Context: an optimization exercise on an open-source flow, tuned for small area. The choices shown serve that exercise and are no tape-out recipe.
At most, simulation tests tie the RTL to the original design; equivalence was not proved.
No activity file was given, so power comes from the tool's default toggle rates.

==> flow/design.v (excerpt) <==
module active_list (
  input  logic        clk,
  input  logic        rst_n,
  input  logic        add_mapping,    
  input  logic [11:0] alloc_pair,     
  output logic [4:0]  alloc_tag,      
  input  logic        wb_valid,
  input  logic [36:0] wb_result,      
  input  logic        commit_ack,     
  input  logic        flush,
  output logic        commit_valid,
  output logic [37:0] commit,         
  output logic        restore_valid,  
  output logic [11:0] restore_pair,   
  output logic        flush_busy,
  output logic        dq_full         
);
For scale: roughly 1400 cells after synthesis, roughly 700 flip-flops, roughly 110 I/O pins, ~25000 µm² of cells after synthesis.
==> flow/config.mk <==
export PLATFORM = sky130hd
export DESIGN_NAME = active_list
export DESIGN_NICKNAME = active_list
export VERILOG_FILES = /design/flow/design.v
export SDC_FILE = /design/flow/constraint.sdc
export NUM_CORES = 4
export LEC_CHECK = 0
export CAP_MARGIN = 0
export CORE_MARGIN = 2
export CORE_UTILIZATION = 70
export PLACE_DENSITY = 0.85
export SLEW_MARGIN = 0
==> flow/constraint.sdc <==
create_clock -name core_clock -period 7.5 [get_ports {clk}]
set_input_delay 1.5000 -clock core_clock [delete_from_list [all_inputs] [get_ports {clk}]]
set_output_delay 1.5000 -clock core_clock [all_outputs]
set_load 0.01 [all_outputs]
standard.sh (not shown) runs the stock make flow with config.mk's settings and CLKGATE_MAP_FILE= SYNTH_SCRIPT=/design/flow/synth_recipe.tcl, a recipe that flattens the netlist after the stock synthesis.
==> flow/flow/run.sh <==
#!/bin/bash
# Own flow: the standard layout (standard.sh), with these changes:
#  - synthesis is the standard one except for the ABC script that maps the
#    combinational logic, which is flow/abc_area_map.script (area recovery
#    with &nf -R instead of the delay-driven default); registers, their
#    names and cell types are untouched, since dfflibmap runs before ABC
#  - port buffers use the smallest buffer, sky130_fd_sc_hd__buf_1
#  - clock tree synthesis clusters up to 16 flip-flops within 60 um under
#    each clkbuf_8 and inserts no dummy loads
# Each ORFS step writes its tool's full output to orfs/logs/; the whole
# make output also goes to standard.log in this folder.
set -euo pipefail
here=$(pwd)
rm -rf "$here/scripts_own"
cp -r "$FLOW_HOME/scripts" "$here/scripts_own"
cp "$here/flow/abc_area_map.script" "$here/scripts_own/abc_speed.script"
export SCRIPTS_DIR="$here/scripts_own"
export BUFFER_PORTS_ARGS="-buffer_cell sky130_fd_sc_hd__buf_1"
export CTS_ARGS="-sink_clustering_enable -repair_clock_nets -dont_use_dummy_load -sink_clustering_size 16 -sink_clustering_max_diameter 60 -buf_list {sky130_fd_sc_hd__clkbuf_8}"
bash standard.sh > standard.log 2>&1
==> flow/flow/abc_area_map.script <==
&get -n
&st
&syn3
&dch -f
&nf -R 2000 -p
&st
&syn3
&dch -f
&nf -R 2000 -p
&put
topo
dnsize -c
Edit:
PLACE_DENSITY = not set   (was 0.85)
Result: Final area stays flat; maximum frequency rises by a little under a tenth; non-clock buffer count is higher by 3; wire length went down by a few percent; via count drops by a few percent; combinational power hardly moves.
Function was not checked in any run of this note: the RTL went through the layout flow alone.

* * *

The RTL this note starts from:
==> flow/design.v <==
`timescale 1ns/10ps
package active_list_pkg;
  typedef logic [$clog2(32)-1:0] al_index_t;
  typedef logic [$clog2(8)-1:0] dq_index_t;  
  typedef logic [6-1:0] reg_addr_t;  
  typedef logic [32-1:0] data_t;  
  typedef struct packed {
    reg_addr_t logical;   
    reg_addr_t physical;  
  } map_pair_t;
  typedef struct packed {
    al_index_t tag;   
    data_t     data;
  } wb_result_t;
  typedef struct packed {
    reg_addr_t physical;  
    data_t     data;      
  } commit_t;
endpackage
`timescale 1ns/10ps
module active_list (
  input  logic        clk,
  input  logic        rst_n,
  input  logic        add_mapping,    
  input  logic [11:0] alloc_pair,     
  output logic [4:0]  alloc_tag,      
  input  logic        wb_valid,
  input  logic [36:0] wb_result,      
  input  logic        commit_ack,     
  input  logic        flush,
  output logic        commit_valid,
  output logic [37:0] commit,         
  output logic        restore_valid,  
  output logic [11:0] restore_pair,   
  output logic        flush_busy,
  output logic        dq_full         
);
  localparam int AW = $clog2(32);
  localparam int PW = 2 * 6;
  localparam int DW = 32;
  localparam int NS = 8;
  active_list_pkg::wb_result_t wb_res;
  assign wb_res = active_list_pkg::wb_result_t'(wb_result);
  logic [PW-1:0]        pair_mem [32];  
  logic [AW:0]          head;                  
  logic [AW:0]          tail;                  
  logic                 walking;               
  logic                 list_empty;
  logic                 alloc_accept;
  logic                 wb_write;
  logic                 retire;
  logic                 walk_step;
  logic [AW-1:0]        rd_index;              
  logic [PW-1:0]        rd_pair;
  logic [DW-1:0]        slot_data [NS];        
  logic [AW-1:0]        slot_tag  [NS];        
  logic [NS-1:0]        slot_busy;             
  logic [NS-1:0]        slot_free;             
  logic [NS-1:0]        hit;                   
  logic [DW-1:0]        head_data;
  assign list_empty   = (head == tail);
  assign dq_full      = &slot_busy;
  assign flush_busy   = walking;
  assign alloc_accept = add_mapping && !walking;
  assign wb_write     = wb_valid && !walking && !dq_full;
  assign walk_step    = walking && !list_empty;
  assign alloc_tag     = tail[AW-1:0];
  assign restore_valid = walk_step;
  always_comb begin
    head_data = '0;
    for (int i = 0; i < NS; i++) begin
      hit[i]    = slot_busy[i] && (slot_tag[i] == head[AW-1:0]);
      head_data = head_data | ({DW{hit[i]}} & slot_data[i]);
    end
  end
  assign commit_valid = !list_empty && !walking && (|hit);
  assign retire       = commit_ack && commit_valid;
  assign rd_index = walking ? (tail[AW-1:0] - 1'b1) : head[AW-1:0];
  always_comb begin
    rd_pair = '0;
    for (int i = 0; i < 32; i++) begin
      rd_pair = rd_pair | ({PW{rd_index == AW'(i)}} & pair_mem[i]);
    end
  end
  assign restore_pair = rd_pair;
  assign commit       = {rd_pair[6-1:0], head_data};
  always_comb begin
    logic below_busy;
    below_busy = 1'b1;
    for (int i = 0; i < NS; i++) begin
      slot_free[i] = below_busy && !slot_busy[i];
      below_busy   = below_busy && slot_busy[i];
    end
  end
  always_ff @(posedge clk or negedge rst_n) begin
    if (!rst_n) begin
      head      <= '0;
      tail      <= '0;
      walking   <= 1'b0;
      slot_busy <= '0;
    end else begin
      if (retire) begin
        head <= head + 1'b1;
      end
      if (walk_step) begin
        tail <= tail - 1'b1;
      end else if (alloc_accept) begin
        tail <= tail + 1'b1;
      end
      if (!walking) begin
        walking <= flush;
      end else if (list_empty) begin
        walking <= 1'b0;
      end
      if (flush && !walking) begin
        slot_busy <= '0;  
      end else begin
        for (int i = 0; i < NS; i++) begin
          if (wb_write && slot_free[i]) begin
            slot_busy[i] <= 1'b1;
          end else if (retire && hit[i]) begin
            slot_busy[i] <= 1'b0;
          end
        end
      end
    end
  end
  always_ff @(posedge clk) begin
    if (alloc_accept) begin
      pair_mem[tail[AW-1:0]] <= alloc_pair;
    end
    for (int i = 0; i < NS; i++) begin
      if (wb_write && slot_free[i]) begin
        slot_data[i] <= wb_res.data;
        slot_tag[i]  <= wb_res.tag;
      end
    end
  end
endmodule
Settings: LEC_CHECK=0, CAP_MARGIN=0, CORE_MARGIN=2, CORE_UTILIZATION=60, PLACE_DENSITY=0.8, SLEW_MARGIN=0; clock period 7.5 ns.
Scripts as last shown in full above: flow/flow/run.sh, flow/flow/abc_area_map.script
The baseline finished with timing, DRC and antenna clean.
Change:
==> flow/flow/run.sh (replaced) <==
#!/bin/bash
# Own flow: the standard layout (standard.sh: unchanged synthesis,
# floorplan, placement and routing), with two knobs of the layout steps set:
#  - port buffers use the smallest buffer, sky130_fd_sc_hd__buf_1
#  - clock tree synthesis clusters up to 16 flip-flops within 60 um under
#    each clkbuf_8 and inserts no dummy loads
# Each ORFS step writes its tool's full output to orfs/logs/; the whole
# make output also goes to standard.log in this folder.
set -euo pipefail
export BUFFER_PORTS_ARGS="-buffer_cell sky130_fd_sc_hd__buf_1"
export CTS_ARGS="-sink_clustering_enable -repair_clock_nets -dont_use_dummy_load -sink_clustering_size 16 -sink_clustering_max_diameter 60 -buf_list {sky130_fd_sc_hd__clkbuf_8}"
bash standard.sh > standard.log 2>&1
CORE_UTILIZATION = 65   (was 60)
GPL_TIMING_DRIVEN = 0   (was not set)
PLACE_DENSITY = not set   (was 0.8)
removed: flow/flow/abc_area_map.script
After rerunning:
- total power is higher by about a fifth
- die area is lower slightly
- routed wire length is higher by roughly a tenth
- first-iteration DRC count is lower by about a fifth
- final cell count is higher by roughly a tenth
- hold slack improves by 21 ps
- clock-buffer cell count stays the same
- combinational power is higher by well over a third
- cell area is higher by a few percent
Change:
--- a/flow/flow/run.sh
+++ b/flow/flow/run.sh
@@ -1,4 +1,7 @@
 #!/bin/bash
-# Own flow: the standard layout (standard.sh: unchanged synthesis,
-# floorplan, placement and routing), with two knobs of the layout steps set:
+# Own flow: the standard layout (standard.sh), with these changes:
+#  - synthesis is the standard one except for the ABC script that maps the
+#    combinational logic, which is flow/abc_area_map.script (area recovery
+#    with &nf -R instead of the delay-driven default); registers, their
+#    names and cell types are untouched, since dfflibmap runs before ABC
 #  - port buffers use the smallest buffer, sky130_fd_sc_hd__buf_1
@@ -9,2 +12,7 @@
 set -euo pipefail
+here=$(pwd)
+rm -rf "$here/scripts_own"
+cp -r "$FLOW_HOME/scripts" "$here/scripts_own"
+cp "$here/flow/abc_area_map.script" "$here/scripts_own/abc_speed.script"
+export SCRIPTS_DIR="$here/scripts_own"
 export BUFFER_PORTS_ARGS="-buffer_cell sky130_fd_sc_hd__buf_1"
==> flow/flow/abc_area_map.script (new file) <==
&get -n
&st
&syn3
&dch -f
&nf -R 2000 -p
&st
&syn3
&dch -f
&nf -R 2000 -p
&put
topo
dnsize -c
CORE_UTILIZATION = 70   (was 65)
GPL_TIMING_DRIVEN = not set   (was 0)
Effect: Area after synthesis fell by a few percent; sequential cell count is unchanged; worst setup slack gains 660 ps; count of clock-buffer cells in the layout stays the same; maximum frequency rose by roughly a tenth; die area fell by roughly a tenth; final cell count fell by roughly a tenth.
Change:
CORE_UTILIZATION = 78   (was 70)
PLACE_DENSITY = 0.9   (was not set)
Total power barely changes.
Routed wire length came out higher by 5.7%.
Area after synthesis does not change.
Worst setup slack is worse by 92 ps.
Hold slack gets better by 4.3 ps.
Synthesized cell count does not change.
Clock skew came out lower by 26 ps.
Fmax went down by 1.5%.

## static timing again, ports no longer ideal
No port has a modelled driver above. Below, the same layouts with a new extraction and two added sets of constraints. Step 1 (the two cells are an assumption about what drives the block):
set clk [get_ports {clk}]
set_driving_cell -lib_cell sky130_fd_sc_hd__clkbuf_16 $clk
set_driving_cell -lib_cell sky130_fd_sc_hd__buf_2 [delete_from_list [all_inputs] $clk]
Step 2 times the ports against the registers' clock, not the clock port: input delays grow and output delays shrink by t, the midpoint of the rising clock arrivals with the driver on. Slacks: ideal / step 1 / step 2; pairs: ideal / step 1.
run | t, ns | setup WS [ns] | hold WS [ns] | pins driven straight from the clock port
the first run of note 1 | 0.686 | 1.337 / 1.289 / 1.976 | 0.487 / 0.487 / 0.487 | 1
the second run of note 1 | 0.683 | 1.782 / 1.726 / 2.410 | 0.488 / 0.488 / 0.488 | 1
the first run of note 2 | 0.681 | 1.543 / 1.490 / 2.171 | 0.493 / 0.493 / 0.493 | 1
the second run of note 2 | 0.706 | 0.832 / 0.775 / 1.481 | 0.514 / 0.514 / 0.514 | 1
the third run of note 2 | 0.688 | 1.496 / 1.444 / 2.131 | 0.498 / 0.498 / 0.498 | 1
the fourth run of note 2 | 0.652 | 1.404 / 1.352 / 2.004 | 0.502 / 0.502 / 0.502 | 1
After both steps every run listed still meets setup and hold.
